Source: an optimization exercise on an open RTL-to-GDS flow (aim: small area). Production flows keep margins and buffers that such runs may drop. Function was checked by simulation only, so behaviour that the tests miss may differ from the original. No activity file was given, so power comes from the tool's default toggle rates.

==> flow/design.v <==
package scc_pkg;
    typedef logic signed [7:0] sample_t;
endpackage
`timescale 1ns/1ns
module scc_c_inv (input logic a, output logic y);
    assign y = ~a;
endmodule
module scc_c_and2 (input logic a, input logic b, output logic y);
    assign y = a & b;
endmodule
module scc_c_or2 (input logic a, input logic b, output logic y);
    assign y = a | b;
endmodule
module scc_c_nand2 (input logic a, input logic b, output logic y);
    assign y = ~(a & b);
endmodule
module scc_c_nand3 (input logic a, input logic b, input logic c, output logic y);
    assign y = ~(a & b & c);
endmodule
module scc_c_nand4 (input logic a, input logic b, input logic c, input logic d, output logic y);
    assign y = ~(a & b & c & d);
endmodule
module scc_c_nor2 (input logic a, input logic b, output logic y);
    assign y = ~(a | b);
endmodule
module scc_c_or3 (input logic a, input logic b, input logic c, output logic y);
    assign y = a | b | c;
endmodule
module scc_c_xor2 (input logic a, input logic b, output logic y);
    assign y = a ^ b;
endmodule
module scc_c_xnor2 (input logic a, input logic b, output logic y);
    assign y = ~(a ^ b);
endmodule
module scc_c_xor3 (input logic a, input logic b, input logic c, output logic y);
    assign y = a ^ b ^ c;
endmodule
module scc_c_maj (input logic a, input logic b, input logic c, output logic y);
    assign y = (a & b) | (a & c) | (b & c);
endmodule
module scc_c_fa (input logic a, input logic b, input logic c, output logic s, output logic co);
    assign s  = a ^ b ^ c;
    assign co = (a & b) | (a & c) | (b & c);
endmodule
module scc_c_ha (input logic a, input logic b, output logic s, output logic co);
    assign s  = a ^ b;
    assign co = a & b;
endmodule
module scc_c_aoi222 (input logic a1, input logic a2, input logic b1, input logic b2,
                     input logic c1, input logic c2, output logic y);
    assign y = ~((a1 & a2) | (b1 & b2) | (c1 & c2));
endmodule
module scc_c_ao22 (input logic a1, input logic a2, input logic b1, input logic b2, output logic y);
    assign y = (a1 & a2) | (b1 & b2);
endmodule
module scc_dec32 (input logic [4:0] a, output logic [31:0] sel);
    logic [4:0] an;
    logic [3:0] lo_n;
    logic [7:0] hi_n;
    for (genvar k = 0; k < 5; k++) begin : g_inv
        scc_c_inv u_inv (.a(a[k]), .y(an[k]));
    end
    for (genvar j = 0; j < 4; j++) begin : g_lo
        scc_c_nand2 u_lo (.a(j[0] ? a[0] : an[0]), .b(j[1] ? a[1] : an[1]), .y(lo_n[j]));
    end
    for (genvar j = 0; j < 8; j++) begin : g_hi
        scc_c_nand3 u_hi (.a(j[0] ? a[2] : an[2]), .b(j[1] ? a[3] : an[3]), .c(j[2] ? a[4] : an[4]), .y(hi_n[j]));
    end
    for (genvar i = 0; i < 32; i++) begin : g_sel
        scc_c_nor2 u_sel (.a(lo_n[i % 4]), .b(hi_n[i / 4]), .y(sel[i]));
    end
endmodule
module scc_rd32 (input logic [31:0] s, input logic [31:0] d, output logic [2:0] p);
    logic [10:0] n;
    for (genvar k = 0; k < 10; k++) begin : g_aoi
        scc_c_aoi222 u_aoi (.a1(s[3*k]), .a2(d[3*k]), .b1(s[3*k+1]), .b2(d[3*k+1]),
                            .c1(s[3*k+2]), .c2(d[3*k+2]), .y(n[k]));
    end
    scc_c_aoi222 u_aoi_last (.a1(s[30]), .a2(d[30]), .b1(s[31]), .b2(d[31]),
                             .c1(s[31]), .c2(d[31]), .y(n[10]));
    scc_c_nand4 u_p0 (.a(n[0]), .b(n[1]), .c(n[2]), .d(n[3]), .y(p[0]));
    scc_c_nand4 u_p1 (.a(n[4]), .b(n[5]), .c(n[6]), .d(n[7]), .y(p[1]));
    scc_c_nand3 u_p2 (.a(n[8]), .b(n[9]), .c(n[10]), .y(p[2]));
endmodule
`timescale 1ns/1ns
module scc_cnt
(
    input  logic        i_rst_n,
    input  logic        i_load,
    input  logic [11:0] i_freq,
    input  logic [11:0] i_pcnt,
    input  logic [4:0]  i_ptr,
    output logic [11:0] o_pcnt_d,
    output logic        o_zero,
    output logic [4:0]  o_ptr_d
);
    logic        rst;
    logic [12:0] any;     
    logic [11:0] dec;     
    logic        lz, lz_r, keep_r;
    scc_c_inv u_rst (.a(i_rst_n), .y(rst));
    scc_c_inv u_dec0 (.a(i_pcnt[0]), .y(dec[0]));
    assign any[1] = i_pcnt[0];
    for (genvar k = 1; k < 12; k++) begin : g_dec
        scc_c_xnor2 u_x (.a(i_pcnt[k]), .b(any[k]), .y(dec[k]));
        scc_c_or2   u_o (.a(i_pcnt[k]), .b(any[k]), .y(any[k + 1]));
    end
    scc_c_inv u_zero (.a(any[12]), .y(o_zero));
    scc_c_or2   u_lz   (.a(i_load), .b(o_zero), .y(lz));
    scc_c_and2  u_lzr  (.a(lz), .b(i_rst_n), .y(lz_r));
    scc_c_nor2  u_keep (.a(lz), .b(rst), .y(keep_r));
    for (genvar k = 0; k < 12; k++) begin : g_d
        scc_c_ao22 u_m (.a1(lz_r), .a2(i_freq[k]), .b1(keep_r), .b2(dec[k]), .y(o_pcnt_d[k]));
    end
    logic [4:0] c;
    assign c[1] = i_ptr[0];
    scc_c_nor2 u_p0 (.a(i_ptr[0]), .b(rst), .y(o_ptr_d[0]));
    for (genvar k = 1; k < 5; k++) begin : g_inc
        logic x;
        scc_c_xnor2 u_x (.a(i_ptr[k]), .b(c[k]), .y(x));
        scc_c_nor2  u_r (.a(x), .b(rst), .y(o_ptr_d[k]));
        if (k < 4) begin : g_c
            scc_c_and2 u_c (.a(i_ptr[k]), .b(c[k]), .y(c[k + 1]));
        end
    end
endmodule
`timescale 1ns/1ns
module scc_mixer
(
    input  logic [23:0] i_s,
    input  logic [11:0] i_vol,
    input  logic [2:0]  i_en,
    output logic [9:0]  o_mix_n
);
    logic [11:0] ve;
    for (genvar v = 0; v < 3; v++) begin : g_ve
        assign ve[v*4 +: 4] = i_vol[v*4 +: 4] & {4{i_en[v]}};
    end
    logic pp1;
    logic pp2;
    logic pp3;
    logic pp4;
    logic pp5;
    logic pp6;
    logic pp7;
    logic pp8;
    logic pp9;
    logic pp10;
    logic pp11;
    logic pp12;
    logic pp13;
    logic pp14;
    logic pp15;
    logic pp16;
    logic pp17;
    logic pp18;
    logic pp19;
    logic pp20;
    logic pp21;
    logic pp22;
    logic pp23;
    logic pp24;
    logic pp25;
    logic pp26;
    logic pp27;
    logic pn1;
    logic pn2;
    logic pn3;
    logic pn4;
    logic hc1;
    logic fs1;
    logic fc1;
    logic hc2;
    logic fs2;
    logic fc2;
    logic fs3;
    logic fc3;
    logic hc3;
    logic pp28;
    logic pp29;
    logic pp30;
    logic pp31;
    logic pp32;
    logic pp33;
    logic pp34;
    logic pp35;
    logic pp36;
    logic pp37;
    logic pp38;
    logic pp39;
    logic pp40;
    logic pp41;
    logic pp42;
    logic pp43;
    logic pp44;
    logic pp45;
    logic pp46;
    logic pp47;
    logic pp48;
    logic pp49;
    logic pp50;
    logic pp51;
    logic pp52;
    logic pp53;
    logic pp54;
    logic pn5;
    logic pn6;
    logic pn7;
    logic pn8;
    logic hc4;
    logic fs4;
    logic fc4;
    logic hc5;
    logic fs5;
    logic fc5;
    logic fs6;
    logic fc6;
    logic hc6;
    logic pp55;
    logic pp56;
    logic pp57;
    logic pp58;
    logic pp59;
    logic pp60;
    logic pp61;
    logic pp62;
    logic pp63;
    logic pp64;
    logic pp65;
    logic pp66;
    logic pp67;
    logic pp68;
    logic pp69;
    logic pp70;
    logic pp71;
    logic pp72;
    logic pp73;
    logic pp74;
    logic pp75;
    logic pp76;
    logic pp77;
    logic pp78;
    logic pp79;
    logic pp80;
    logic pp81;
    logic pn9;
    logic pn10;
    logic pn11;
    logic pn12;
    logic hc7;
    logic fs7;
    logic fc7;
    logic hc8;
    logic fs8;
    logic fc8;
    logic fs9;
    logic fc9;
    logic hc9;
    logic fs10;
    logic fc10;
    logic fs11;
    logic fc11;
    logic fs12;
    logic fc12;
    logic fs13;
    logic fc13;
    logic fs14;
    logic fc14;
    logic fs15;
    logic fc15;
    logic fs16;
    logic fc16;
    logic fs17;
    logic fc17;
    logic fs18;
    logic fc18;
    logic hs1;
    logic hc10;
    logic fs19;
    logic fc19;
    logic fs20;
    logic fc20;
    logic fs21;
    logic fc21;
    logic fs22;
    logic fc22;
    logic fs23;
    logic fc23;
    logic fs24;
    logic fc24;
    logic fs25;
    logic fc25;
    logic fs26;
    logic fc26;
    logic fs27;
    logic fc27;
    logic fs28;
    logic fc28;
    logic fs29;
    logic fc29;
    logic fs30;
    logic fc30;
    logic fs31;
    logic fc31;
    logic fs32;
    logic fc32;
    logic fs33;
    logic fc33;
    logic fs34;
    logic fc34;
    logic fs35;
    logic fc35;
    logic fs36;
    logic fc36;
    logic fs37;
    logic fc37;
    logic fs38;
    logic fc38;
    logic gs1;
    logic gc1;
    logic fs39;
    logic fc39;
    logic fs40;
    logic fc40;
    logic fs41;
    logic fc41;
    logic fs42;
    logic fc42;
    logic fs43;
    logic fc43;
    logic fs44;
    logic fc44;
    logic fs45;
    logic fc45;
    logic fs46;
    logic fc46;
    logic fs47;
    logic fc47;
    logic hs2;
    logic hc11;
    logic gs2;
    logic gc2;
    logic fs48;
    logic fc48;
    logic fs49;
    logic fc49;
    logic fs50;
    logic fc50;
    logic fs51;
    logic fc51;
    logic fs52;
    logic fc52;
    logic fs53;
    logic fc53;
    logic fs54;
    logic fc54;
    logic fs55;
    logic fc55;
    logic hs3;
    logic hc12;
    logic fs56;
    logic fc56;
    logic fs57;
    logic fc57;
    logic fs58;
    logic fc58;
    logic fs59;
    logic fc59;
    logic fs60;
    logic fc60;
    logic fs61;
    logic fc61;
    logic fs62;
    logic fc62;
    logic fs63;
    logic fc63;
    logic fs64;
    logic fc64;
    logic fs65;
    logic fc65;
    logic fs66;
    logic fc66;
    logic gs3;
    logic gc3;
    logic hs4;
    logic hc13;
    logic [9:0] row_a, row_b, row_s;
    scc_c_nand2 u1 (.a(i_s[0]), .b(ve[1]), .y(pp1));
    scc_c_nand2 u2 (.a(i_s[0]), .b(ve[2]), .y(pp2));
    scc_c_nand2 u3 (.a(i_s[0]), .b(ve[3]), .y(pp3));
    scc_c_nand2 u4 (.a(i_s[1]), .b(ve[0]), .y(pp4));
    scc_c_nand2 u5 (.a(i_s[1]), .b(ve[1]), .y(pp5));
    scc_c_nand2 u6 (.a(i_s[1]), .b(ve[2]), .y(pp6));
    scc_c_nand2 u7 (.a(i_s[1]), .b(ve[3]), .y(pp7));
    scc_c_nand2 u8 (.a(i_s[2]), .b(ve[0]), .y(pp8));
    scc_c_nand2 u9 (.a(i_s[2]), .b(ve[1]), .y(pp9));
    scc_c_nand2 u10 (.a(i_s[2]), .b(ve[2]), .y(pp10));
    scc_c_nand2 u11 (.a(i_s[2]), .b(ve[3]), .y(pp11));
    scc_c_nand2 u12 (.a(i_s[3]), .b(ve[0]), .y(pp12));
    scc_c_nand2 u13 (.a(i_s[3]), .b(ve[1]), .y(pp13));
    scc_c_nand2 u14 (.a(i_s[3]), .b(ve[2]), .y(pp14));
    scc_c_nand2 u15 (.a(i_s[3]), .b(ve[3]), .y(pp15));
    scc_c_nand2 u16 (.a(i_s[4]), .b(ve[0]), .y(pp16));
    scc_c_nand2 u17 (.a(i_s[4]), .b(ve[1]), .y(pp17));
    scc_c_nand2 u18 (.a(i_s[4]), .b(ve[2]), .y(pp18));
    scc_c_nand2 u19 (.a(i_s[4]), .b(ve[3]), .y(pp19));
    scc_c_nand2 u20 (.a(i_s[5]), .b(ve[0]), .y(pp20));
    scc_c_nand2 u21 (.a(i_s[5]), .b(ve[1]), .y(pp21));
    scc_c_nand2 u22 (.a(i_s[5]), .b(ve[2]), .y(pp22));
    scc_c_nand2 u23 (.a(i_s[5]), .b(ve[3]), .y(pp23));
    scc_c_nand2 u24 (.a(i_s[6]), .b(ve[0]), .y(pp24));
    scc_c_nand2 u25 (.a(i_s[6]), .b(ve[1]), .y(pp25));
    scc_c_nand2 u26 (.a(i_s[6]), .b(ve[2]), .y(pp26));
    scc_c_nand2 u27 (.a(i_s[6]), .b(ve[3]), .y(pp27));
    scc_c_and2 u28 (.a(i_s[7]), .b(ve[0]), .y(pn1));
    scc_c_and2 u29 (.a(i_s[7]), .b(ve[1]), .y(pn2));
    scc_c_and2 u30 (.a(i_s[7]), .b(ve[2]), .y(pn3));
    scc_c_and2 u31 (.a(i_s[7]), .b(ve[3]), .y(pn4));
    scc_c_or2 u32 (.a(pp1), .b(pp4), .y(hc1));
    scc_c_fa u33 (.a(pp2), .b(pp5), .c(pp8), .s(fs1), .co(fc1));
    scc_c_or2 u34 (.a(hc1), .b(fs1), .y(hc2));
    scc_c_fa u35 (.a(pp3), .b(pp6), .c(pp9), .s(fs2), .co(fc2));
    scc_c_fa u36 (.a(pp12), .b(fc1), .c(fs2), .s(fs3), .co(fc3));
    scc_c_or2 u37 (.a(hc2), .b(fs3), .y(hc3));
    scc_c_nand2 u38 (.a(i_s[8]), .b(ve[5]), .y(pp28));
    scc_c_nand2 u39 (.a(i_s[8]), .b(ve[6]), .y(pp29));
    scc_c_nand2 u40 (.a(i_s[8]), .b(ve[7]), .y(pp30));
    scc_c_nand2 u41 (.a(i_s[9]), .b(ve[4]), .y(pp31));
    scc_c_nand2 u42 (.a(i_s[9]), .b(ve[5]), .y(pp32));
    scc_c_nand2 u43 (.a(i_s[9]), .b(ve[6]), .y(pp33));
    scc_c_nand2 u44 (.a(i_s[9]), .b(ve[7]), .y(pp34));
    scc_c_nand2 u45 (.a(i_s[10]), .b(ve[4]), .y(pp35));
    scc_c_nand2 u46 (.a(i_s[10]), .b(ve[5]), .y(pp36));
    scc_c_nand2 u47 (.a(i_s[10]), .b(ve[6]), .y(pp37));
    scc_c_nand2 u48 (.a(i_s[10]), .b(ve[7]), .y(pp38));
    scc_c_nand2 u49 (.a(i_s[11]), .b(ve[4]), .y(pp39));
    scc_c_nand2 u50 (.a(i_s[11]), .b(ve[5]), .y(pp40));
    scc_c_nand2 u51 (.a(i_s[11]), .b(ve[6]), .y(pp41));
    scc_c_nand2 u52 (.a(i_s[11]), .b(ve[7]), .y(pp42));
    scc_c_nand2 u53 (.a(i_s[12]), .b(ve[4]), .y(pp43));
    scc_c_nand2 u54 (.a(i_s[12]), .b(ve[5]), .y(pp44));
    scc_c_nand2 u55 (.a(i_s[12]), .b(ve[6]), .y(pp45));
    scc_c_nand2 u56 (.a(i_s[12]), .b(ve[7]), .y(pp46));
    scc_c_nand2 u57 (.a(i_s[13]), .b(ve[4]), .y(pp47));
    scc_c_nand2 u58 (.a(i_s[13]), .b(ve[5]), .y(pp48));
    scc_c_nand2 u59 (.a(i_s[13]), .b(ve[6]), .y(pp49));
    scc_c_nand2 u60 (.a(i_s[13]), .b(ve[7]), .y(pp50));
    scc_c_nand2 u61 (.a(i_s[14]), .b(ve[4]), .y(pp51));
    scc_c_nand2 u62 (.a(i_s[14]), .b(ve[5]), .y(pp52));
    scc_c_nand2 u63 (.a(i_s[14]), .b(ve[6]), .y(pp53));
    scc_c_nand2 u64 (.a(i_s[14]), .b(ve[7]), .y(pp54));
    scc_c_and2 u65 (.a(i_s[15]), .b(ve[4]), .y(pn5));
    scc_c_and2 u66 (.a(i_s[15]), .b(ve[5]), .y(pn6));
    scc_c_and2 u67 (.a(i_s[15]), .b(ve[6]), .y(pn7));
    scc_c_and2 u68 (.a(i_s[15]), .b(ve[7]), .y(pn8));
    scc_c_or2 u69 (.a(pp28), .b(pp31), .y(hc4));
    scc_c_fa u70 (.a(pp29), .b(pp32), .c(pp35), .s(fs4), .co(fc4));
    scc_c_or2 u71 (.a(hc4), .b(fs4), .y(hc5));
    scc_c_fa u72 (.a(pp30), .b(pp33), .c(pp36), .s(fs5), .co(fc5));
    scc_c_fa u73 (.a(pp39), .b(fc4), .c(fs5), .s(fs6), .co(fc6));
    scc_c_or2 u74 (.a(hc5), .b(fs6), .y(hc6));
    scc_c_nand2 u75 (.a(i_s[16]), .b(ve[9]), .y(pp55));
    scc_c_nand2 u76 (.a(i_s[16]), .b(ve[10]), .y(pp56));
    scc_c_nand2 u77 (.a(i_s[16]), .b(ve[11]), .y(pp57));
    scc_c_nand2 u78 (.a(i_s[17]), .b(ve[8]), .y(pp58));
    scc_c_nand2 u79 (.a(i_s[17]), .b(ve[9]), .y(pp59));
    scc_c_nand2 u80 (.a(i_s[17]), .b(ve[10]), .y(pp60));
    scc_c_nand2 u81 (.a(i_s[17]), .b(ve[11]), .y(pp61));
    scc_c_nand2 u82 (.a(i_s[18]), .b(ve[8]), .y(pp62));
    scc_c_nand2 u83 (.a(i_s[18]), .b(ve[9]), .y(pp63));
    scc_c_nand2 u84 (.a(i_s[18]), .b(ve[10]), .y(pp64));
    scc_c_nand2 u85 (.a(i_s[18]), .b(ve[11]), .y(pp65));
    scc_c_nand2 u86 (.a(i_s[19]), .b(ve[8]), .y(pp66));
    scc_c_nand2 u87 (.a(i_s[19]), .b(ve[9]), .y(pp67));
    scc_c_nand2 u88 (.a(i_s[19]), .b(ve[10]), .y(pp68));
    scc_c_nand2 u89 (.a(i_s[19]), .b(ve[11]), .y(pp69));
    scc_c_nand2 u90 (.a(i_s[20]), .b(ve[8]), .y(pp70));
    scc_c_nand2 u91 (.a(i_s[20]), .b(ve[9]), .y(pp71));
    scc_c_nand2 u92 (.a(i_s[20]), .b(ve[10]), .y(pp72));
    scc_c_nand2 u93 (.a(i_s[20]), .b(ve[11]), .y(pp73));
    scc_c_nand2 u94 (.a(i_s[21]), .b(ve[8]), .y(pp74));
    scc_c_nand2 u95 (.a(i_s[21]), .b(ve[9]), .y(pp75));
    scc_c_nand2 u96 (.a(i_s[21]), .b(ve[10]), .y(pp76));
    scc_c_nand2 u97 (.a(i_s[21]), .b(ve[11]), .y(pp77));
    scc_c_nand2 u98 (.a(i_s[22]), .b(ve[8]), .y(pp78));
    scc_c_nand2 u99 (.a(i_s[22]), .b(ve[9]), .y(pp79));
    scc_c_nand2 u100 (.a(i_s[22]), .b(ve[10]), .y(pp80));
    scc_c_nand2 u101 (.a(i_s[22]), .b(ve[11]), .y(pp81));
    scc_c_and2 u102 (.a(i_s[23]), .b(ve[8]), .y(pn9));
    scc_c_and2 u103 (.a(i_s[23]), .b(ve[9]), .y(pn10));
    scc_c_and2 u104 (.a(i_s[23]), .b(ve[10]), .y(pn11));
    scc_c_and2 u105 (.a(i_s[23]), .b(ve[11]), .y(pn12));
    scc_c_or2 u106 (.a(pp55), .b(pp58), .y(hc7));
    scc_c_fa u107 (.a(pp56), .b(pp59), .c(pp62), .s(fs7), .co(fc7));
    scc_c_or2 u108 (.a(hc7), .b(fs7), .y(hc8));
    scc_c_fa u109 (.a(pp57), .b(pp60), .c(pp63), .s(fs8), .co(fc8));
    scc_c_fa u110 (.a(pp66), .b(fc7), .c(fs8), .s(fs9), .co(fc9));
    scc_c_or2 u111 (.a(hc8), .b(fs9), .y(hc9));
    scc_c_fa u112 (.a(pp7), .b(pp10), .c(pp13), .s(fs10), .co(fc10));
    scc_c_fa u113 (.a(pp16), .b(pp34), .c(pp37), .s(fs11), .co(fc11));
    scc_c_fa u114 (.a(pp40), .b(pp43), .c(pp61), .s(fs12), .co(fc12));
    scc_c_fa u115 (.a(pp64), .b(pp67), .c(pp70), .s(fs13), .co(fc13));
    scc_c_fa u116 (.a(fc2), .b(fc5), .c(fc8), .s(fs14), .co(fc14));
    scc_c_fa u117 (.a(fs10), .b(fs11), .c(fs12), .s(fs15), .co(fc15));
    scc_c_fa u118 (.a(fs13), .b(fc3), .c(fc6), .s(fs16), .co(fc16));
    scc_c_fa u119 (.a(fc9), .b(fs14), .c(fs15), .s(fs17), .co(fc17));
    scc_c_fa u120 (.a(hc3), .b(hc6), .c(hc9), .s(fs18), .co(fc18));
    scc_c_xnor2 u121 (.a(fs16), .b(fs17), .y(hs1));
    scc_c_or2 u122 (.a(fs16), .b(fs17), .y(hc10));
    scc_c_fa u123 (.a(pp11), .b(pp14), .c(pp17), .s(fs19), .co(fc19));
    scc_c_fa u124 (.a(pp20), .b(pp38), .c(pp41), .s(fs20), .co(fc20));
    scc_c_fa u125 (.a(pp44), .b(pp47), .c(pp65), .s(fs21), .co(fc21));
    scc_c_fa u126 (.a(pp68), .b(pp71), .c(pp74), .s(fs22), .co(fc22));
    scc_c_fa u127 (.a(fc10), .b(fc11), .c(fc12), .s(fs23), .co(fc23));
    scc_c_fa u128 (.a(fc13), .b(fs19), .c(fs20), .s(fs24), .co(fc24));
    scc_c_fa u129 (.a(fs21), .b(fs22), .c(fc14), .s(fs25), .co(fc25));
    scc_c_fa u130 (.a(fc15), .b(fs23), .c(fs24), .s(fs26), .co(fc26));
    scc_c_fa u131 (.a(fc16), .b(fc17), .c(fs25), .s(fs27), .co(fc27));
    scc_c_fa u132 (.a(fs26), .b(fc18), .c(hc10), .s(fs28), .co(fc28));
    scc_c_fa u133 (.a(pp15), .b(pp18), .c(pp21), .s(fs29), .co(fc29));
    scc_c_fa u134 (.a(pp24), .b(pp42), .c(pp45), .s(fs30), .co(fc30));
    scc_c_fa u135 (.a(pp48), .b(pp51), .c(pp69), .s(fs31), .co(fc31));
    scc_c_fa u136 (.a(pp72), .b(pp75), .c(pp78), .s(fs32), .co(fc32));
    scc_c_fa u137 (.a(fc19), .b(fc20), .c(fc21), .s(fs33), .co(fc33));
    scc_c_fa u138 (.a(fc22), .b(fs29), .c(fs30), .s(fs34), .co(fc34));
    scc_c_fa u139 (.a(fs31), .b(fs32), .c(fc23), .s(fs35), .co(fc35));
    scc_c_fa u140 (.a(fc24), .b(fs33), .c(fs34), .s(fs36), .co(fc36));
    scc_c_fa u141 (.a(fc25), .b(fc26), .c(fs35), .s(fs37), .co(fc37));
    scc_c_fa u142 (.a(fs36), .b(fc27), .c(fs37), .s(fs38), .co(fc38));
    scc_c_ha u143 (.a(pp19), .b(pp22), .s(gs1), .co(gc1));
    scc_c_fa u144 (.a(pp25), .b(pn1), .c(pp46), .s(fs39), .co(fc39));
    scc_c_fa u145 (.a(pp49), .b(pp52), .c(pn5), .s(fs40), .co(fc40));
    scc_c_fa u146 (.a(pp73), .b(pp76), .c(pp79), .s(fs41), .co(fc41));
    scc_c_fa u147 (.a(pn9), .b(gs1), .c(fc29), .s(fs42), .co(fc42));
    scc_c_fa u148 (.a(fc30), .b(fc31), .c(fc32), .s(fs43), .co(fc43));
    scc_c_fa u149 (.a(fs39), .b(fs40), .c(fs41), .s(fs44), .co(fc44));
    scc_c_fa u150 (.a(fc33), .b(fc34), .c(fs42), .s(fs45), .co(fc45));
    scc_c_fa u151 (.a(fs43), .b(fs44), .c(fc35), .s(fs46), .co(fc46));
    scc_c_fa u152 (.a(fc36), .b(fs45), .c(fc37), .s(fs47), .co(fc47));
    scc_c_xnor2 u153 (.a(fs46), .b(fc38), .y(hs2));
    scc_c_or2 u154 (.a(fs46), .b(fc38), .y(hc11));
    scc_c_ha u155 (.a(pp23), .b(pp26), .s(gs2), .co(gc2));
    scc_c_fa u156 (.a(pn2), .b(pp50), .c(pp53), .s(fs48), .co(fc48));
    scc_c_fa u157 (.a(pn6), .b(pp77), .c(pp80), .s(fs49), .co(fc49));
    scc_c_fa u158 (.a(pn10), .b(gc1), .c(gs2), .s(fs50), .co(fc50));
    scc_c_fa u159 (.a(fc39), .b(fc40), .c(fc41), .s(fs51), .co(fc51));
    scc_c_fa u160 (.a(fs48), .b(fs49), .c(fs50), .s(fs52), .co(fc52));
    scc_c_fa u161 (.a(fc42), .b(fc43), .c(fc44), .s(fs53), .co(fc53));
    scc_c_fa u162 (.a(fs51), .b(fs52), .c(fc45), .s(fs54), .co(fc54));
    scc_c_fa u163 (.a(fs53), .b(fc46), .c(fs54), .s(fs55), .co(fc55));
    scc_c_xnor2 u164 (.a(fc47), .b(fs55), .y(hs3));
    scc_c_or2 u165 (.a(fc47), .b(fs55), .y(hc12));
    scc_c_fa u166 (.a(pp27), .b(pn3), .c(pp54), .s(fs56), .co(fc56));
    scc_c_fa u167 (.a(pn7), .b(pp81), .c(pn11), .s(fs57), .co(fc57));
    scc_c_fa u168 (.a(gc2), .b(fc48), .c(fc49), .s(fs58), .co(fc58));
    scc_c_fa u169 (.a(fs56), .b(fs57), .c(fc50), .s(fs59), .co(fc59));
    scc_c_fa u170 (.a(fc51), .b(fs58), .c(fc52), .s(fs60), .co(fc60));
    scc_c_fa u171 (.a(fs59), .b(fc53), .c(fs60), .s(fs61), .co(fc61));
    scc_c_fa u172 (.a(fc54), .b(fs61), .c(fc55), .s(fs62), .co(fc62));
    scc_c_fa u173 (.a(pn4), .b(pn8), .c(pn12), .s(fs63), .co(fc63));
    scc_c_fa u174 (.a(fc56), .b(fc57), .c(fs63), .s(fs64), .co(fc64));
    scc_c_fa u175 (.a(fc58), .b(fs64), .c(fc59), .s(fs65), .co(fc65));
    scc_c_fa u176 (.a(fc60), .b(fs65), .c(fc61), .s(fs66), .co(fc66));
    scc_c_ha u177 (.a(fc63), .b(fc64), .s(gs3), .co(gc3));
    scc_c_xnor2 u178 (.a(gs3), .b(fc65), .y(hs4));
    scc_c_or2 u179 (.a(gs3), .b(fc65), .y(hc13));
    assign row_a = {1'b0, gc3, hs4, fs66, hc12, hc11, fs47, fc28, fs27, fs18};
    assign row_b = {1'b1, hc13, fc66, fc62, fs62, hs3, hs2, fs38, fs28, hs1};
    scc_mix_add u_add (.a(row_a), .b(row_b), .s(row_s));
    assign o_mix_n[0] = row_s[0];
    assign o_mix_n[1] = row_s[1];
    assign o_mix_n[2] = row_s[2];
    assign o_mix_n[3] = row_s[3];
    assign o_mix_n[4] = row_s[4];
    assign o_mix_n[5] = row_s[5];
    assign o_mix_n[6] = row_s[6];
    assign o_mix_n[7] = row_s[7];
    assign o_mix_n[8] = row_s[8];
    assign o_mix_n[9] = row_s[9];
endmodule
module scc_mix_add (input logic [9:0] a, input logic [9:0] b, output logic [9:0] s);
    logic [10:0] c;
    logic [9:5] s0, s1;
    logic [10:5] c0, c1;
    scc_c_xnor2 u_s0 (.a(a[0]), .b(b[0]), .y(s[0]));
    scc_c_or2   u_c0 (.a(a[0]), .b(b[0]), .y(c[1]));
    scc_c_fa u_l1 (.a(a[1]), .b(b[1]), .c(c[1]), .s(s[1]), .co(c[2]));
    scc_c_fa u_l2 (.a(a[2]), .b(b[2]), .c(c[2]), .s(s[2]), .co(c[3]));
    scc_c_fa u_l3 (.a(a[3]), .b(b[3]), .c(c[3]), .s(s[3]), .co(c[4]));
    scc_c_fa u_l4 (.a(a[4]), .b(b[4]), .c(c[4]), .s(s[4]), .co(c[5]));
    scc_c_ha    u_h0 (.a(a[5]), .b(b[5]), .s(s0[5]), .co(c0[6]));
    scc_c_xnor2 u_g0 (.a(a[5]), .b(b[5]), .y(s1[5]));
    scc_c_or2   u_g1 (.a(a[5]), .b(b[5]), .y(c1[6]));
    scc_c_fa u_h6 (.a(a[6]), .b(b[6]), .c(c0[6]), .s(s0[6]), .co(c0[7]));
    scc_c_fa u_k6 (.a(a[6]), .b(b[6]), .c(c1[6]), .s(s1[6]), .co(c1[7]));
    scc_c_fa u_h7 (.a(a[7]), .b(b[7]), .c(c0[7]), .s(s0[7]), .co(c0[8]));
    scc_c_fa u_k7 (.a(a[7]), .b(b[7]), .c(c1[7]), .s(s1[7]), .co(c1[8]));
    scc_c_fa u_h8 (.a(a[8]), .b(b[8]), .c(c0[8]), .s(s0[8]), .co(c0[9]));
    scc_c_fa u_k8 (.a(a[8]), .b(b[8]), .c(c1[8]), .s(s1[8]), .co(c1[9]));
    scc_c_fa u_h9 (.a(a[9]), .b(b[9]), .c(c0[9]), .s(s0[9]), .co(c0[10]));
    scc_c_fa u_k9 (.a(a[9]), .b(b[9]), .c(c1[9]), .s(s1[9]), .co(c1[10]));
    logic cn;
    scc_c_inv u_cn (.a(c[5]), .y(cn));
    for (genvar i = 5; i < 10; i++) begin : g_sel
        scc_c_ao22 u_m (.a1(cn), .a2(s0[i]), .b1(c[5]), .b2(s1[i]), .y(s[i]));
    end
endmodule
`timescale 1ns/1ns
module scc_top
(
    input  logic               i_emuclk,
    input  logic               i_rst_n,
    input  logic [17:0]        i_req,
    output logic [7:0]         o_db,
    output logic signed [10:0] o_sound
);
    logic       wr, rd;
    logic [7:0] addr, wdata;
    logic [7:0] wdata_r;
    assign wr    = i_req[17];
    assign rd    = i_req[16];
    assign addr  = i_req[15:8];
    assign wdata = i_req[7:0];
    assign wdata_r = wdata & {8{i_rst_n}};
    logic [31:0] asel;
    logic [2:0]  wv;
    logic [2:0]  rv;
    scc_dec32 u_adec (.a(addr[4:0]), .sel(asel));
    for (genvar v = 0; v < 3; v++) begin : g_win
        logic win;
        assign win   = (addr[7:5] == 3'(v));
        assign wv[v] = wr && win;
        assign rv[v] = rd && win && i_rst_n;
    end
    logic [2:0][11:0] freq_q;
    logic [2:0][3:0]  vol_q;
    logic [2:0]       load_q;
    logic [2:0]       en_q;
    for (genvar v = 0; v < 3; v++) begin : g_reg
        logic lo_wr, hi_wr, vol_wr;
        assign lo_wr  = wr && (addr == 8'(8'h80 + 2 * v));
        assign hi_wr  = wr && (addr == 8'(8'h81 + 2 * v));
        assign vol_wr = wr && (addr == 8'(8'h8A + v));
        always_ff @(posedge i_emuclk) begin
            if (!i_rst_n || lo_wr)  freq_q[v][7:0]  <= wdata_r;
            if (!i_rst_n || hi_wr)  freq_q[v][11:8] <= wdata_r[3:0];
            if (!i_rst_n || vol_wr) vol_q[v]        <= wdata_r[3:0];
        end
        always_ff @(posedge i_emuclk) load_q[v] <= i_rst_n && (lo_wr || hi_wr);
    end
    always_ff @(posedge i_emuclk) begin
        if (!i_rst_n || (wr && addr == 8'h8F)) en_q <= wdata_r[2:0];
    end
    logic [2:0][7:0] samp_q;
    logic [2:0][7:0][2:0] cpu_p;
    for (genvar v = 0; v < 3; v++) begin : g_voice
        logic [11:0] pcnt;
        logic [11:0] pcnt_d;
        logic [4:0]  ptr;
        logic [4:0]  ptr_d;
        logic        zero;
        logic [31:0] psel;
        logic [7:0]  mem [32];
        logic [7:0]  play;
        scc_cnt u_cnt (
            .i_rst_n  (i_rst_n),
            .i_load   (load_q[v]),
            .i_freq   (freq_q[v]),
            .i_pcnt   (pcnt),
            .i_ptr    (ptr),
            .o_pcnt_d (pcnt_d),
            .o_zero   (zero),
            .o_ptr_d  (ptr_d)
        );
        always_ff @(posedge i_emuclk) pcnt <= pcnt_d;
        always_ff @(posedge i_emuclk) begin
            if (!i_rst_n || zero) ptr <= ptr_d;
        end
        scc_dec32 u_pdec (.a(ptr), .sel(psel));
        logic [7:0] wdv;
        for (genvar b = 0; b < 8; b++) begin : g_wdv
            scc_c_and2 u_wdv (.a(wdata[b]), .b(wv[v]), .y(wdv[b]));
        end
        for (genvar i = 0; i < 32; i++) begin : g_byte
            logic we_n;
            logic [7:0] nxt;
            scc_c_nand2 u_wen (.a(asel[i]), .b(wv[v]), .y(we_n));
            for (genvar b = 0; b < 8; b++) begin : g_bit
                scc_c_ao22 u_hold (.a1(asel[i]), .a2(wdv[b]), .b1(we_n), .b2(mem[i][b]), .y(nxt[b]));
            end
            always_ff @(posedge i_emuclk) mem[i] <= nxt;
        end
        for (genvar b = 0; b < 8; b++) begin : g_col
            logic [31:0] col;
            logic [2:0]  pp;
            for (genvar i = 0; i < 32; i++) begin : g_c
                assign col[i] = mem[i][b];
            end
            scc_rd32 u_play (.s(psel), .d(col), .p(pp));
            scc_c_or3 u_or (.a(pp[0]), .b(pp[1]), .c(pp[2]), .y(play[b]));
            scc_rd32 u_cpu (.s(asel), .d(col), .p(cpu_p[v][b]));
        end
        always_ff @(posedge i_emuclk) samp_q[v] <= play;
    end
    logic [7:0] db_d;
    for (genvar b = 0; b < 8; b++) begin : g_db
        logic [2:0] n;
        for (genvar v = 0; v < 3; v++) begin : g_v
            scc_c_aoi222 u_g (.a1(rv[v]), .a2(cpu_p[v][b][0]), .b1(rv[v]), .b2(cpu_p[v][b][1]),
                              .c1(rv[v]), .c2(cpu_p[v][b][2]), .y(n[v]));
        end
        scc_c_nand3 u_o (.a(n[0]), .b(n[1]), .c(n[2]), .y(db_d[b]));
    end
    logic [7:0] db_q;
    always_ff @(posedge i_emuclk) db_q <= db_d;
    assign o_db = db_q;
    logic [9:0] mix_n;
    scc_mixer u_mix (
        .i_s     ({samp_q[2], samp_q[1], samp_q[0]}),
        .i_vol   ({vol_q[2], vol_q[1], vol_q[0]}),
        .i_en    (en_q),
        .o_mix_n (mix_n)
    );
    logic [9:0] snd_q;
    always_ff @(posedge i_emuclk) snd_q <= ~(mix_n | {10{!i_rst_n}});
    assign o_sound = {snd_q[9], snd_q};
endmodule
==> flow/flow/run.sh <==
#!/bin/bash
set -euo pipefail
export CTS_ARGS="-sink_clustering_enable -repair_clock_nets -dont_use_dummy_load -sink_buffer_max_cap_derate 1.0 -buf_list {sky130_fd_sc_hd__clkbuf_8 sky130_fd_sc_hd__clkbuf_16} -root_buf sky130_fd_sc_hd__clkbuf_16 -tree_buf sky130_fd_sc_hd__clkbuf_16 -sink_clustering_buffer sky130_fd_sc_hd__clkbuf_8 -sink_clustering_size 18 -sink_clustering_max_diameter 60"
export BUFFER_PORTS_ARGS="-buffer_cell sky130_fd_sc_hd__buf_1"
bash standard.sh > standard.log 2>&1
==> flow/standard.sh <==
#!/bin/bash
# synth_recipe.tcl (not shown) runs the flow's synth.tcl, then flattens the netlist and writes it again
# the make line also repeats each setting of config.mk as NAME=value (left out here)
make -C /OpenROAD-flow-scripts/flow DESIGN_CONFIG=/design/flow/config.mk WORK_HOME=/design/flow/orfs CLKGATE_MAP_FILE= SYNTH_SCRIPT=/design/flow/synth_recipe.tcl "${@:-finish}"
==> flow/config.mk <==
export PLATFORM = sky130hd
export DESIGN_NAME = scc_top
export DESIGN_NICKNAME = scc_top
export VERILOG_FILES = /design/flow/design.v
export SDC_FILE = /design/flow/constraint.sdc
export NUM_CORES = 4
export LEC_CHECK = 0
export CAP_MARGIN = 20
export CORE_MARGIN = 2
export CORE_UTILIZATION = 45
export SLEW_MARGIN = 20
export SYNTH_HIERARCHICAL = 1
==> flow/constraint.sdc <==
create_clock -name core_clock -period 7.0 [get_ports {i_emuclk}]
set_input_delay 1.4000 -clock core_clock [delete_from_list [all_inputs] [get_ports {i_emuclk}]]
set_output_delay 1.4000 -clock core_clock [all_outputs]
set_load 0.01 [all_outputs]
==> results of run 1 <==
synth_stat cells (6+ instances only):
master | instances | share of area
a222oi_1 | 552 | 0.15
a22o_1 | 809 | 0.19
and2_1 | 68 | 0.011
dfxtp_1 | 849 | 0.45
edfxtp_1 | 66 | 0.053
fa_1 | 78 | 0.042
inv_1 | 30 | 0.0030
nand2_1 | 195 | 0.020
nand2b_1 | 6 | 0.0010
nand3_1 | 89 | 0.012
nand4_1 | 96 | 0.016
nor2_1 | 146 | 0.015
nor2b_1 | 10 | 0.0017
or2_1 | 51 | 0.0085
or3_1 | 24 | 0.0040
xnor2_1 | 51 | 0.012
kinds of logic after synthesis:
family | synth area share
compound gates | 0.3403
xor+xnor | 0.01196
fa+ha+maj | 0.04313
buf+inv | 0.004253
flops | 0.5080
other cells | 0.0002010
simple gates | 0.09220
worst max-delay path, delay by kind of cell, from the launching register on:
kind,cells,cell delay [ps]
AOI/OAI and AO/OA,1,120
adders and majority gates,10,4420
DFF,1,370
and+or+nand+nor,4,780
metrics by stage:
stage | hold WS (ps) | cells
2_1_floorplan | 442.0 | 3160
3_3_place_gp | 446.0 | 4328
3_5_place_dp | 449.5 | 4329
4_1_cts | 456.9 | 4403
5_1_grt | 456.5 | 4404
6_report | 452.6 | 4407
layer usage:
metal,GRT usage,up-vias
li1,-,14140
met1,0.4270,16320
met2,0.4659,2198
met3,0.06036,280
met4,0.1098,2
met5,0,-
report_power, final:
group	total [uW]	switching, uW	internal [uW]
combinational	1880	1100	781
clock	2800	1730	1070
sequential	6040	348	5690
how the worst max path moves through the flow:
stage	end	slack [ps]	cells past startpoint
2_1_floorplan	snd_q[9]	1570	15
3_3_place_gp	snd_q[9]	1240	15
3_5_place_dp	snd_q[9]	1190	15
4_1_cts	snd_q[9]	1180	15
5_1_grt	snd_q[9]	920	15
6_report	snd_q[9]	1210	15
modules after synthesis, one instance, submodules excluded, a selection:
module,area [um2],cells inside,copies in the design
scc_c_nor2,3.754,1,146
scc_c_nand3,5.005,1,88
scc_c_xnor2,8.758,1,51
scc_c_inv,3.754,1,30
scc_c_ha,12.51,1,4
scc_c_ao22,8.758,1,809
layout make-up:
type / instances / area (um2) / share of cell area
Multi-Input combinational cell: 2208 / 18560 / 0.4549
Tap cell: 1070 / 1339 / 0.03282
Inverter: 30 / 112.6 / 0.002760
Antenna cell: 3 / 7.507 / 0.0001840
Sequential cell: 915 / 18980 / 0.4652
Timing Repair Buffer: 107 / 681.9 / 0.01672
Clock buffer: 74 / 1120 / 0.02745
layout by cell type (no fill, tap or decap), types with 2 or more instances in the layout:
cell type  count
o31ai_1        3
dfxtp_1      849
nor3_1         3
clkbuf_8      65
nand2_1      195
buf_1         37
fa_1          78
nand4_1       96
nand3_1       89
conb_1         4
and2_1        68
nor4bb_4       2
diode_2        3
nand2b_1       6
o31ai_2        3
o41ai_4        2
or3_1         24
buf_4         68
inv_1         30
a222oi_1     552
nor2_4        32
clkbuf_16      9
xnor2_1       51
nor2b_1       10
nor2_1       113
nor3b_2        2
nand3b_1       2
or2_1         51
a22o_1       809
edfxtp_1      66
ha_1           4
o41ai_1        2
sequential cells by signal, summed over array words and instances, names as in the netlist:
| signal | flops |
|---|---|
| g_voice.pcnt | 36 |
| load_q | 3 |
| g_voice.ptr | 15 |
| db_q | 8 |
| samp_q | 24 |
| g_voice.mem | 768 |
| en_q | 3 |
| vol_q | 12 |
| snd_q | 10 |
| freq_q | 36 |
==> flow_summary.toml, run 1 <==
[outcome]
outcome = "complete, no violations"

[routing]
wl_met2_mm = 60.10
met1_length_mm = 56.15
post-route-drc-count = 0
drt_first_pass_iters = 13
routed_wirelength_mm = 136.4
ant_nets = 0
drtIter0Drc = 6611
highest_layer = "met5"
vias = 32930
vias_per_cell = 7.473
wl_met3_mm = 14.88
wl_per_cell_um = 30.95

[sta]
fin_crit_sh = 0.8275
fin_crit_ps = 5792
slew_headroom = 0.2567
hold_viol = 0
setup_tns_ps = 0
setup_slack_ps = 1208
slew_violations = 0
max_freq_ghz = 0.1726
rsz0062_at_grt = "false"
worst_slew_pin_slew_ps = 1112
finalSetupViolations = 0
fin_worst_skew_ps = 64.28

[cells_and_area]
finish.utilization = 0.4968
drive_gt1_frac = 0.05729
area_delta_synth_final_pct = 9.189
design_area_mm2 = 0.04079
final_nets = 3438
fill_cells = 7212

[pwr]
finalPower_uw = 10720
leakage_uw = 0.01403
power_density_mw_per_mm2 = 262.8
ir_drop_v = 0.0001482

[floorplan]
initial_utilization = 0.4550
num_io_pins = 39
die_area_mm2 = 0.08535
die_w_um = 292.1
core_mm2 = 0.08211
die_h_um = 292.1
row_count = 105

[critical_path]
crit_type = "reg -> reg"
crit_path_start = "en_q[2]"
crit_fanout = 8
cp_common_cell = "fa_1"
r2r_end = "snd_q[9]"
reg2reg_from = "en_q[2]"
arrival_ps = 6300
r2r_setup_slack_ps = 1210
crit_slowest_cell = "fa_1"
worstPathCellList = "and2_1 -> nand2_1 -> fa_1 -> fa_1 -> fa_1 -> fa_1 -> fa_1 -> fa_1 -> or2_1 -> fa_1 -> fa_1 -> fa_1 -> fa_1 -> a22o_1 -> nor2b_1"
critical-path-max-stage-delay_ps = 510
reg2reg_depth = 15
startpoint_type = "register"
cp.required_ps = 7510
cp-end-kind = "register"

[global_routing]
antenna_found_initial = 6
grt_util_all_layers = 0.3046
overflow = 0
grt_pass1_wl_mm = 199.6
first_global_vias = 30350
grt_max_degree = 45

[worst_hold_path]
whs_path_depth = 1
hold_end = "g_voice[2].pcnt[7]"
hold_start = "freq_q[31]"
hold_path_class = "reg -> reg"

[cts]
ctsHoldBuffers = 0
path_clk_slew_ps = 100
numCtsBuffers = 74
cts_resized = 0
cts_setup_buffers = 0
cts-root-buf = "clkbuf_16"
cts_sinks = 915
cts_tree = "done"
clk_path_buf_depth = 3
htree_levels = 3
clkLatencyLatePin_ps = 620

[yosys]
synth-edff-count = 66
avgSynthCellArea_um2 = 11.83
ys_seq_area_frac = 0.5080
synthesis.area_mm2 = 0.03736
ys_ff_latch = 915
syn_inst = 3158
yosysUniqueCellTypes = 36
synth.yosys.warnings = 13
synthArstFlopShare = 0
synth_flop_cell = "dfxtp_1"

[run]
max-cap-violations = 0

[placement]
dpl_worst_slack_ps = 1191
place_area_mm2 = 0.03961
hpwl_mm = 93.30
place.gp.congestion = 0.9489
io_buffers = 38
==> inputs of run 2 (changes only) <==
--- a/flow/design.v
+++ b/flow/design.v
@@ -71,16 +71,16 @@
     end
 endmodule
 module scc_rd32 (input logic [31:0] s, input logic [31:0] d, output logic [2:0] p);
-    logic [10:0] n;
+    logic [11:0] n;
     for (genvar k = 0; k < 10; k++) begin : g_aoi
         scc_c_aoi222 u_aoi (.a1(s[3*k]), .a2(d[3*k]), .b1(s[3*k+1]), .b2(d[3*k+1]),
                             .c1(s[3*k+2]), .c2(d[3*k+2]), .y(n[k]));
     end
-    scc_c_aoi222 u_aoi_last (.a1(s[30]), .a2(d[30]), .b1(s[31]), .b2(d[31]),
-                             .c1(s[31]), .c2(d[31]), .y(n[10]));
+    scc_c_nand2 u_n30 (.a(s[30]), .b(d[30]), .y(n[10]));
+    scc_c_nand2 u_n31 (.a(s[31]), .b(d[31]), .y(n[11]));
     scc_c_nand4 u_p0 (.a(n[0]), .b(n[1]), .c(n[2]), .d(n[3]), .y(p[0]));
     scc_c_nand4 u_p1 (.a(n[4]), .b(n[5]), .c(n[6]), .d(n[7]), .y(p[1]));
-    scc_c_nand3 u_p2 (.a(n[8]), .b(n[9]), .c(n[10]), .y(p[2]));
+    scc_c_nand4 u_p2 (.a(n[8]), .b(n[9]), .c(n[10]), .d(n[11]), .y(p[2]));
 endmodule
 `timescale 1ns/1ns
 module scc_cnt
@@ -677,16 +677,13 @@
             if (!i_rst_n || zero) ptr <= ptr_d;
         end
         scc_dec32 u_pdec (.a(ptr), .sel(psel));
-        logic [7:0] wdv;
-        for (genvar b = 0; b < 8; b++) begin : g_wdv
-            scc_c_and2 u_wdv (.a(wdata[b]), .b(wv[v]), .y(wdv[b]));
-        end
         for (genvar i = 0; i < 32; i++) begin : g_byte
-            logic we_n;
+            logic we, we_n;
             logic [7:0] nxt;
             scc_c_nand2 u_wen (.a(asel[i]), .b(wv[v]), .y(we_n));
+            scc_c_inv   u_we  (.a(we_n), .y(we));
             for (genvar b = 0; b < 8; b++) begin : g_bit
-                scc_c_ao22 u_hold (.a1(asel[i]), .a2(wdv[b]), .b1(we_n), .b2(mem[i][b]), .y(nxt[b]));
+                scc_c_ao22 u_hold (.a1(we), .a2(wdata[b]), .b1(we_n), .b2(mem[i][b]), .y(nxt[b]));
             end
             always_ff @(posedge i_emuclk) mem[i] <= nxt;
         end
--- a/flow/config.mk
+++ b/flow/config.mk
@@ -7,6 +7,6 @@
 export LEC_CHECK = 0
 export CAP_MARGIN = 20
 export CORE_MARGIN = 2
-export CORE_UTILIZATION = 45
+export CORE_UTILIZATION = 40
 export SLEW_MARGIN = 20
 export SYNTH_HIERARCHICAL = 1
==> flow_summary.toml, run 2 <==
[cells_and_area]
largest_register = "g_voice.mem"
instances_no_fill = 4697
reg_top3 = "g_voice.mem: 768 flops, freq_q: 36 flops, g_voice.pcnt: 36 flops"
mostFrequentLayoutCell = "dfxtp_1"
drive_gt1_frac = 0.05376
final_nets = 3545
area_delta_synth_final_pct = 9.186
layout_common_cells = "849 x dfxtp_1, 809 x a22o_1, 504 x a222oi_1, 291 x nand2_1, 144 x nand4_1"
largest_reg_flops = 768

[critical_path]
crit_end = "snd_q[9]"
reg2reg_from = "en_q[0]"
cp-end-kind = "register"
crit_fanout = 8
crit_path_start = "en_q[0]"
r2r_setup_slack_ps = 1150
cp.required_ps = 7470
crit_type = "reg -> reg"
arrival_ps = 6310
reg2reg_depth = 15
r2r_end = "snd_q[9]"
startpoint_type = "register"

[global_routing]
grt_pass1_wl_mm = 201.0
grt_util_all_layers = 0.2773
antenna_found_initial = 5
grt_max_degree = 68
overflow = 0
first_global_vias = 29890

[floorplan]
core_mm2 = 0.09319
initial_utilization = 0.4025
num_io_pins = 39
die_h_um = 310.2
row_count = 112
die_w_um = 310.2
die_area_mm2 = 0.09624

[yosys]
synth.yosys.warnings = 13
synthSimpleGateAreaFrac = 0.09903
synth_compound_area_frac = 0.3261
ys_top_cells_by_count = "849 x dfxtp_1, 809 x a22o_1, 504 x a222oi_1"
synth_top_area_share = 0.4531
synth-edff-count = 66
synthesis.area_mm2 = 0.03751
avgSynthCellArea_um2 = 11.44
ys_ff_latch = 915
synth_xor_area_frac = 0.01191
ys_seq_area_frac = 0.5059
syn_inst = 3278
synth_fa_ha_area_frac = 0.04296
synthArstFlopShare = 0
synth_top_family_by_area = "compound AO/OA/AOI/OAI gates"
yosysMostFrequentCell = "dfxtp_1"
ys_top_cells_by_area = "dfxtp_1 45%, a22o_1 19%, a222oi_1 13%, edfxtp_1 5.3%, fa_1 4.2%"
yosysUniqueCellTypes = 36
synth_top_cell_by_area = "dfxtp_1"
synth_flop_cell = "dfxtp_1"
muxShareOfSynthArea = 0

[cts]
cts_sinks = 915
path_clk_slew_ps = 110
cts-root-buf = "clkbuf_16"
htree_levels = 3
clkLatencyLatePin_ps = 650
cts_resized = 0
cts_setup_buffers = 0
clk_path_buf_depth = 3
ctsHoldBuffers = 0
cts_tree = "done"
numCtsBuffers = 80

[placement]
hpwl_mm = 93.80
dp.cells = 4615
io_buffers = 38
place.gp.congestion = 0.9798

[sta]
slew_violations = 0
setup_tns_ps = 0
hold_slack_ps = 433.5
hold_viol = 0
worst_slew_pin_slew_ps = 1299
slew_headroom = 0.1340
fin_crit_ps = 5848
max_freq_ghz = 0.1710
finalSetupViolations = 0
fin_crit_sh = 0.8355
fin_worst_skew_ps = 81.20
rsz0062_at_grt = "false"

[pwr]
leakage_uw = 0.01495
power_density_mw_per_mm2 = 264.4
ir_drop_v = 0.0001303

[routing]
vias = 32990
post-route-drc-count = 0
wl_per_cell_um = 29.38
drtIter0Drc = 6753
ant_nets = 0
drt_first_pass_iters = 14
routed_wirelength_mm = 138.0
vias_per_cell = 7.024

[outcome]
outcome = "complete, no violations"

[run]
max-cap-violations = 0

[worst_hold_path]
hold_start = "freq_q[20]"
hold_path_class = "reg -> reg"
==> run 2: changes by cell type after synthesis, sizes merged <==
cell	previous run	this run
nand2	195	291
and2	68	44
inv	30	126
a222oi	552	504
nand4	96	144
nand3	89	41
==> run 2: worst min-delay path by stage <==
stage          slack [ps]  depth (start not counted)                  end
3_5_place_dp          450                          1   g_voice[1].pcnt[0]
5_1_grt               450                          1   g_voice[1].pcnt[8]
6_report              430                          1   g_voice[1].pcnt[8]
2_1_floorplan         440                          1  g_voice[0].pcnt[10]
4_1_cts               440                          1   g_voice[1].pcnt[8]
3_3_place_gp          440                          1   g_voice[1].pcnt[9]
==> run 2: metrics by stage <==
stage / instance area (um2) / setup slack, ps / util / total power [uW]
2_1_floorplan: 37520 / 1575 / - / 7318
3_3_place_gp: 39750 / 1269 / 0.4265 / 7956
3_5_place_dp: 39750 / 1236 / 0.4265 / 7990
4_1_cts: 40950 / 1151 / 0.4394 / 10840
5_1_grt: 40950 / 862.6 / 0.4394 / 11290
6_report: 40960 / 1152 / 0.4395 / 10830
==> run 2: per-module statistics from Yosys (local to each module, per instance), a selection <==
module | copies in the design | flip-flops and latches | cells
scc_c_and2 | 24 | 0 | 1
scc_c_ao22 | 809 | 0 | 1
scc_c_aoi222 | 504 | 0 | 1
scc_c_fa | 78 | 0 | 1
scc_c_nand3 | 40 | 0 | 1
scc_c_or2 | 51 | 0 | 1
scc_c_or3 | 24 | 0 | 1
scc_mixer | 1 | 0 | 14
==> run 2: cell families after synthesis <==
group | count (synthesis)
fa+ha+maj | 82
xor+xnor | 51
flops | 915
other cells | 2
simple gates | 772
buf+inv | 133
compound gates | 1323
==> run 2: layout make-up <==
type,count,area [um2]
antenna,2,5.005
clock buffer,80,1202
fill,8844,52230
inverter,126,473.0
multi-input combinational,2232,18180
sequential,915,18980
tap,1254,1569
timing repair buffer,88,549.3
==> run 2: where the power goes <==
part / internal (uW) / total (uW) / switching [uW]
clock: 1140 / 2900 / 1760
combinational: 770 / 1890 / 1120
sequential: 5690 / 6030 / 338
total: 7610 / 10800 / 3220
==> run 2: routing by layer <==
metal / vias up / part of all wire / global-route usage
met1: 16120 / 0.43 / 0.4068
met4: 4 / 0.043 / 0.1048
met2: 2292 / 0.42 / 0.4036
met5: - / 0.00020 / 0
met3: 334 / 0.11 / 0.04986
li1: 14240 / - / -
==> run 2: critical path: stages (launching register included) <==
cell and delay [ps]:
edfxtp_1 370, and2_1 310, nand2_1 130, fa_1 480, fa_1 460, fa_1 480, fa_1 470, fa_1 400
fa_1 500, or2_1 260, fa_1 380, fa_1 390, fa_1 390, fa_1 500, a22o_1 120, nor2b_1 40
==> inputs of run 3 (changes only) <==
==> flow/flow/run.sh (replaced) <==
#!/bin/bash
set -euo pipefail
export CTS_ARGS="-sink_clustering_enable -repair_clock_nets -dont_use_dummy_load -sink_buffer_max_cap_derate 1.0 -buf_list {sky130_fd_sc_hd__clkbuf_8 sky130_fd_sc_hd__clkbuf_16} -root_buf sky130_fd_sc_hd__clkbuf_16 -tree_buf sky130_fd_sc_hd__clkbuf_16 -sink_clustering_buffer sky130_fd_sc_hd__clkbuf_8 -sink_clustering_size 16 -sink_clustering_max_diameter 60"
export BUFFER_PORTS_ARGS="-buffer_cell sky130_fd_sc_hd__buf_1"
bash standard.sh > standard.log 2>&1
--- a/flow/config.mk
+++ b/flow/config.mk
@@ -7,6 +7,6 @@
 export LEC_CHECK = 0
 export CAP_MARGIN = 20
 export CORE_MARGIN = 2
-export CORE_UTILIZATION = 40
+export CORE_UTILIZATION = 45
 export SLEW_MARGIN = 20
 export SYNTH_HIERARCHICAL = 1
==> flow_summary.toml, run 3 <==
[outcome]
outcome = "complete, no violations"

[critical_path]
cp_common_cell = "fa_1"
worstPathCellList = "and2_1 -> nand2_1 -> fa_1 -> fa_1 -> fa_1 -> fa_1 -> fa_1 -> fa_1 -> or2_1 -> fa_1 -> fa_1 -> fa_1 -> fa_1 -> a22o_1 -> nor2b_1"
worst-path-buf-inv = 0
arrival_ps = 6290
r2r_end = "snd_q[9]"
crit_family = "adder cells"
crit_type = "reg -> reg"
cp.required_ps = 7500
crit_fanout = 8
crit_end = "snd_q[9]"
worstSetupPathDepth = 15
crit_path_start = "en_q[0]"
crit_slowest_cell = "fa_1"
reg2reg_depth = 15
critical-path-max-stage-delay_ps = 500
r2r_setup_slack_ps = 1200
startpoint_type = "register"
reg2reg_from = "en_q[0]"
cp-end-kind = "register"

[cts]
htree_levels = 3
clk_path_buf_depth = 3
cts_sinks = 915
ctsHoldBuffers = 0
cts_setup_buffers = 0
cts-root-buf = "clkbuf_16"
path_clk_slew_ps = 100
cts_tree = "done"
numCtsBuffers = 80
cts_resized = 0
clkLatencyLatePin_ps = 630

[placement]
dp.cells = 4430
place.gp.congestion = 1.052
place_area_mm2 = 0.03955
dpl_worst_slack_ps = 1214
hpwl_mm = 100.8
io_buffers = 38

[routing]
drtIter0Drc = 6821
wl_met3_mm = 15.45
drt_first_pass_iters = 15
wl_per_cell_um = 32.11
wl_met2_mm = 61.42
vias_per_cell = 7.491
vias = 33800
highest_layer = "met5"
routed_wirelength_mm = 144.9
met1_length_mm = 58.97
ant_nets = 0
post-route-drc-count = 0

[yosys]
synth.yosys.warnings = 13
synthArstFlopShare = 0
synth_flop_cell = "dfxtp_1"
synth-edff-count = 66
synthesis.area_mm2 = 0.03751
avgSynthCellArea_um2 = 11.44
ys_top_cells_by_area = "dfxtp_1 45%, a22o_1 19%, a222oi_1 13%, edfxtp_1 5.3%, fa_1 4.2%"
ys_ff_latch = 915
synth_top_cell_by_area = "dfxtp_1"
ys_seq_area_frac = 0.5059
ys_top_cells_by_count = "849 x dfxtp_1, 809 x a22o_1, 504 x a222oi_1"
syn_inst = 3278
yosysMostFrequentCell = "dfxtp_1"
synth_top_area_share = 0.4531
yosysUniqueCellTypes = 36

[sta]
setup_tns_ps = 0
rsz0062_at_grt = "false"
hold_viol = 0
max_freq_ghz = 0.1725
worst_slew_pin_slew_ps = 1196
setup_slack_ps = 1201
slew_headroom = 0.2019
fin_crit_ps = 5799
fin_worst_skew_ps = 51.56
slew_violations = 0
finalSetupViolations = 0
fin_crit_sh = 0.8284

[cells_and_area]
mostFrequentLayoutCell = "dfxtp_1"
largest_register = "g_voice.mem"
area_delta_synth_final_pct = 8.646
final_nets = 3544
largest_reg_flops = 768
instances_no_fill = 4512
layout_common_cells = "849 x dfxtp_1, 809 x a22o_1, 504 x a222oi_1, 291 x nand2_1, 144 x nand4_1"
drive_gt1_frac = 0.05320
design_area_mm2 = 0.04075
reg_top3 = "g_voice.mem: 768 flops, freq_q: 36 flops, g_voice.pcnt: 36 flops"

[floorplan]
die_area_mm2 = 0.08568
initial_utilization = 0.4561
core_mm2 = 0.08224
die_w_um = 292.7
num_io_pins = 39
die_h_um = 292.7
row_count = 105

[global_routing]
grt_max_degree = 98
grt_pass1_wl_mm = 212.4
first_global_vias = 31860
antenna_found_initial = 5
overflow = 0
grt_util_all_layers = 0.3264

[worst_hold_path]
hold_path_class = "reg -> reg"

[run]
max-cap-violations = 0

[pwr]
ir_drop_v = 0.0001599
leakage_uw = 0.01496
power_density_mw_per_mm2 = 267.0
==> run 3: where the power goes <==
part | switching, uW | internal [uW]
Sequential | 351 | 5690
Combinational | 1160 | 777
Clock | 1760 | 1150
Total | 3270 | 7610
==> run 3: modules after synthesis (local to each module, per instance), a selection <==
module        copies in the design  flip-flops and latches
scc_top                          1                     915
scc_mixer                        1                       0
scc_c_fa                        78                       0
scc_c_ha                         4                       0
scc_c_aoi222                   504                       0
scc_c_ao22                     809                       0
scc_c_xnor2                     51                       0
scc_c_and2                      24                       0
scc_c_nand4                    144                       0
scc_c_or2                       51                       0
scc_c_or3                       24                       0
scc_c_nand3                     40                       0
scc_c_inv                      126                       0
scc_c_nand2                    289                       0
scc_c_nor2                     146                       0
==> run 3: cell type report <==
type	instances	area, um2
Antenna cell	2	5.005
Multi-Input combinational cell	2232	18180
Clock buffer	80	1202
Sequential cell	915	18980
Inverter	126	473.0
Timing Repair Buffer	87	579.3
Tap cell	1070	1339
Fill cell	7395	41490
==> run 3: how the worst min path moves through the flow <==
stage | start | end | cells past startpoint
2_1_floorplan | freq_q[10] | g_voice[0].pcnt[10] | 1
3_3_place_gp | freq_q[29] | g_voice[2].pcnt[5] | 1
3_5_place_dp | freq_q[33] | g_voice[2].pcnt[9] | 1
4_1_cts | freq_q[11] | g_voice[0].pcnt[11] | 1
5_1_grt | freq_q[9] | g_voice[0].pcnt[9] | 1
6_report | freq_q[11] | g_voice[0].pcnt[11] | 1
==> run 3: cell families (layout without fill, tap and decap cells) <==
kind of cell / after synthesis / after routing / synth area share
buffers and inverters: 133 / 293 / 0.01384
AO/OA/AOI/OAI: 1323 / 1323 / 0.3261
AND/OR/NAND/NOR: 772 / 772 / 0.09903
flip-flops: 915 / 915 / 0.5059
adder cells (fa/ha/maj): 82 / 82 / 0.04296
XOR/XNOR: 51 / 51 / 0.01191
other: 2 / 6 / 0.0002002
==> run 3: per-stage QoR <==
step	hold slack [ps]	utilization	power (uW)
4_1_cts	460.6	0.4955	10900
3_3_place_gp	443.7	0.4809	7982
3_5_place_dp	451.2	0.4809	8053
5_1_grt	473.9	0.4955	11350
6_report	455.3	0.4955	10880
2_1_floorplan	442.0	-	7318
==> run 3: routing by layer <==
metal  up-vias  track usage
met2      2444       0.4885
met4         4       0.1756
met3       491      0.06184
met5         -            0
li1      14250            -
met1     16610       0.4460
==> inputs of run 4 (changes only) <==
--- a/flow/config.mk
+++ b/flow/config.mk
@@ -7,6 +7,6 @@
 export LEC_CHECK = 0
 export CAP_MARGIN = 20
 export CORE_MARGIN = 2
-export CORE_UTILIZATION = 45
+export CORE_UTILIZATION = 50
 export SLEW_MARGIN = 20
 export SYNTH_HIERARCHICAL = 1
==> flow_summary.toml, run 4 <==
[yosys]
ys_top_cells_by_area = "dfxtp_1 45%, a22o_1 19%, a222oi_1 13%, edfxtp_1 5.3%, fa_1 4.2%"
ys_ff_latch = 915
yosysMostFrequentCell = "dfxtp_1"
avgSynthCellArea_um2 = 11.44
ys_seq_area_frac = 0.5059
synthesis.area_mm2 = 0.03751
synth_top_area_share = 0.4531
syn_inst = 3278
synth_top_cell_by_area = "dfxtp_1"
yosysUniqueCellTypes = 36
synth.yosys.warnings = 13
ys_top_cells_by_count = "849 x dfxtp_1, 809 x a22o_1, 504 x a222oi_1"
synth_flop_cell = "dfxtp_1"
synth-edff-count = 66
synthArstFlopShare = 0

[placement]
dp.cells = 4327
hpwl_mm = 97.60
place.gp.congestion = 1.001
io_buffers = 38

[cts]
cts_resized = 0
numCtsBuffers = 78
clk_path_buf_depth = 3
htree_levels = 3
cts-root-buf = "clkbuf_16"
cts_tree = "done"
cts_setup_buffers = 0
cts_sinks = 915
clkLatencyLatePin_ps = 630
ctsHoldBuffers = 0
path_clk_slew_ps = 100

[routing]
highest_layer = "met5"
met1_length_mm = 56.25
routed_wirelength_mm = 140.0
ant_nets = 0
vias_per_cell = 7.602
drt_first_pass_iters = 14
drtIter0Drc = 6897
post-route-drc-count = 0
wl_per_cell_um = 31.75
wl_met3_mm = 16.06
wl_met2_mm = 59.51
vias = 33520

[sta]
hold_slack_ps = 468.7
rsz0062_at_grt = "false"
max_freq_ghz = 0.1713
setup_tns_ps = 0
hold_viol = 0
slew_headroom = 0.1857
fin_crit_ps = 5836
slew_violations = 0
fin_worst_skew_ps = 50.33
fin_crit_sh = 0.8338
worst_slew_pin_slew_ps = 1221
finalSetupViolations = 0

[worst_hold_path]
hold_path_class = "reg -> reg"
whs_path_depth = 1
hold_end = "g_voice[0].pcnt[2]"
hold_start = "freq_q[2]"

[cells_and_area]
finish.utilization = 0.5465
drive_gt1_frac = 0.05237
reg_top3 = "g_voice.mem: 768 flops, freq_q: 36 flops, g_voice.pcnt: 36 flops"
final_nets = 3541
largest_reg_flops = 768
instances_no_fill = 4410
fill_cells = 6444
largest_register = "g_voice.mem"
mostFrequentLayoutCell = "dfxtp_1"
seq_area_mm2 = 0.01898
layout_common_cells = "849 x dfxtp_1, 809 x a22o_1, 504 x a222oi_1, 291 x nand2_1, 144 x nand4_1"
area_delta_synth_final_pct = 8.282
multi_input_area_mm2 = 0.01819

[pwr]
combinationalPowerShare = 0.180
power_density_mw_per_mm2 = 266.6
p_switching_uw = 3235
power.internal_uw = 7592
p_clk_frac = 0.263
ir_drop_v = 0.0001704
swShare = 0.2988
seqPwrFrac = 0.558
leakage_uw = 0.01494

[critical_path]
reg2reg_depth = 15
crit_type = "reg -> reg"
r2r_setup_slack_ps = 1160
cp.required_ps = 7500
startpoint_type = "register"
crit_fanout = 8
reg2reg_from = "en_q[0]"
cp-end-kind = "register"
r2r_end = "snd_q[9]"
arrival_ps = 6340

[floorplan]
initial_utilization = 0.5047
row_count = 100
die_h_um = 277.9
num_io_pins = 39
die_area_mm2 = 0.07723
core_mm2 = 0.07432
die_w_um = 277.9

[outcome]
outcome = "complete, no violations"

[global_routing]
overflow = 0
first_global_vias = 30900
grt_max_degree = 98
grt_util_all_layers = 0.3492
grt_pass1_wl_mm = 205.2
antenna_found_initial = 9

[run]
max-cap-violations = 0
==> run 4: changes by cell type in the layout (fill, tap and decap cells not counted), moves of 2 or more <==
cell,delta
buf_4,-3
nor2_2,-2
clkbuf_8,-2
nor2_4,+2
diode_2,+2
==> run 4: final cells by class <==
class | instances | share of cell area
Sequential cell | 915 | 0.4672
Multi-Input combinational cell | 2232 | 0.4478
Antenna cell | 4 | 0.0002464
Inverter | 126 | 0.01164
Timing Repair Buffer | 86 | 0.01432
Clock buffer | 78 | 0.02893
Tap cell | 969 | 0.02985
==> run 4: modules after synthesis (local to each module, per instance), a selection <==
module,flip-flops and latches,cell area [um2],cells
scc_c_aoi222,0,10.01,1
scc_c_or2,0,6.256,1
scc_c_xnor2,0,8.758,1
scc_c_and2,0,6.256,1
scc_c_nand4,0,6.256,1
scc_c_ao22,0,8.758,1
scc_c_nor2,0,3.754,1
scc_c_ha,0,12.51,1
==> run 4: worst max-delay path, cell delays in order, from the launching register on <==
cell and delay (ps):
edfxtp_1 370, and2_1 300, nand2_1 130, fa_1 480, fa_1 470, fa_1 460
fa_1 470, fa_1 390, fa_1 500, or2_1 260, fa_1 410, fa_1 410
fa_1 390, fa_1 510, a22o_1 130, nor2b_1 40
==> run 4: per-layer routing <==
layer	GRT usage	up-vias
met5	0	-
met4	0.1820	6
met3	0.06494	404
met2	0.5143	2432
met1	0.4882	16450
li1	-	14230
==> run 4: how the worst max path moves through the flow <==
stage | from | endpoint | slack [ps] | cells past startpoint
4_1_cts | en_q[0] | snd_q[9] | 1130 | 15
3_5_place_dp | en_q[0] | snd_q[9] | 1140 | 15
3_3_place_gp | en_q[0] | snd_q[9] | 1250 | 15
6_report | en_q[0] | snd_q[9] | 1160 | 15
2_1_floorplan | en_q[0] | snd_q[9] | 1570 | 15
5_1_grt | en_q[0] | snd_q[9] | 970 | 15
==> run 4: metrics by stage <==
step,setup WS [ps],instance area (um2),total power [uW]
2_1_floorplan,1575,37520,7318
3_3_place_gp,1248,39430,7977
3_5_place_dp,1141,39430,8051
4_1_cts,1126,40600,10840
5_1_grt,973.3,40610,11260
6_report,1164,40620,10830
==> run 4: cell families (layout without fill, tap and decap cells) <==
logic type               count (synthesis)  count (layout)  share of synthesized area
other                                    2               8                  0.0002002
AND/OR/NAND/NOR                        772             772                    0.09903
adder cells (fa/ha/maj)                 82              82                    0.04296
buffers and inverters                  133             290                    0.01384
flip-flops                             915             915                     0.5059
XOR/XNOR                                51              51                    0.01191
AO/OA/AOI/OAI                         1323            1323                     0.3261
==> run 4: power by group through the flow <==
stage | registers, uW | logic, uW | clock network, uW
floorplan | 6040 | 1280 | 0
global placement | 6130 | 1850 | 0
detailed placement | 6140 | 1910 | 0
CTS | 6030 | 1920 | 2890
global route | 6090 | 2100 | 3060
finish | 6040 | 1950 | 2840

## afterwards: timing with drivers on the ports
In the flow no input, the clock included, has a driving cell. The finished layouts below were timed again as built, in two steps. Step 1 sets driving cells, clkbuf_16 on the clock port and buf_2 on the other inputs (assumed; they add their load-dependent delay and slew). Step 2 also shifts input and output timing later by t, the mid clock arrival at the registers, as if the neighbouring blocks saw the same clock. a / b / c = ideal ports / drivers / drivers and shift; a / b = the first two.
run	t, ns	setup WS [ns]	hold WS [ns]	worst slew at a driven data input, ns
run 1	0.661	1.208 / 1.208 / 1.208	0.453 / 0.453 / 0.453	0.04
run 2	0.679	1.152 / 1.152 / 1.152	0.433 / 0.433 / 0.433	0.11
run 3	0.674	1.201 / 1.201 / 1.201	0.455 / 0.455 / 0.455	0.05
run 4	0.675	1.164 / 1.164 / 1.164	0.469 / 0.469 / 0.469	0.08
After both steps setup and hold are still met in every run listed.
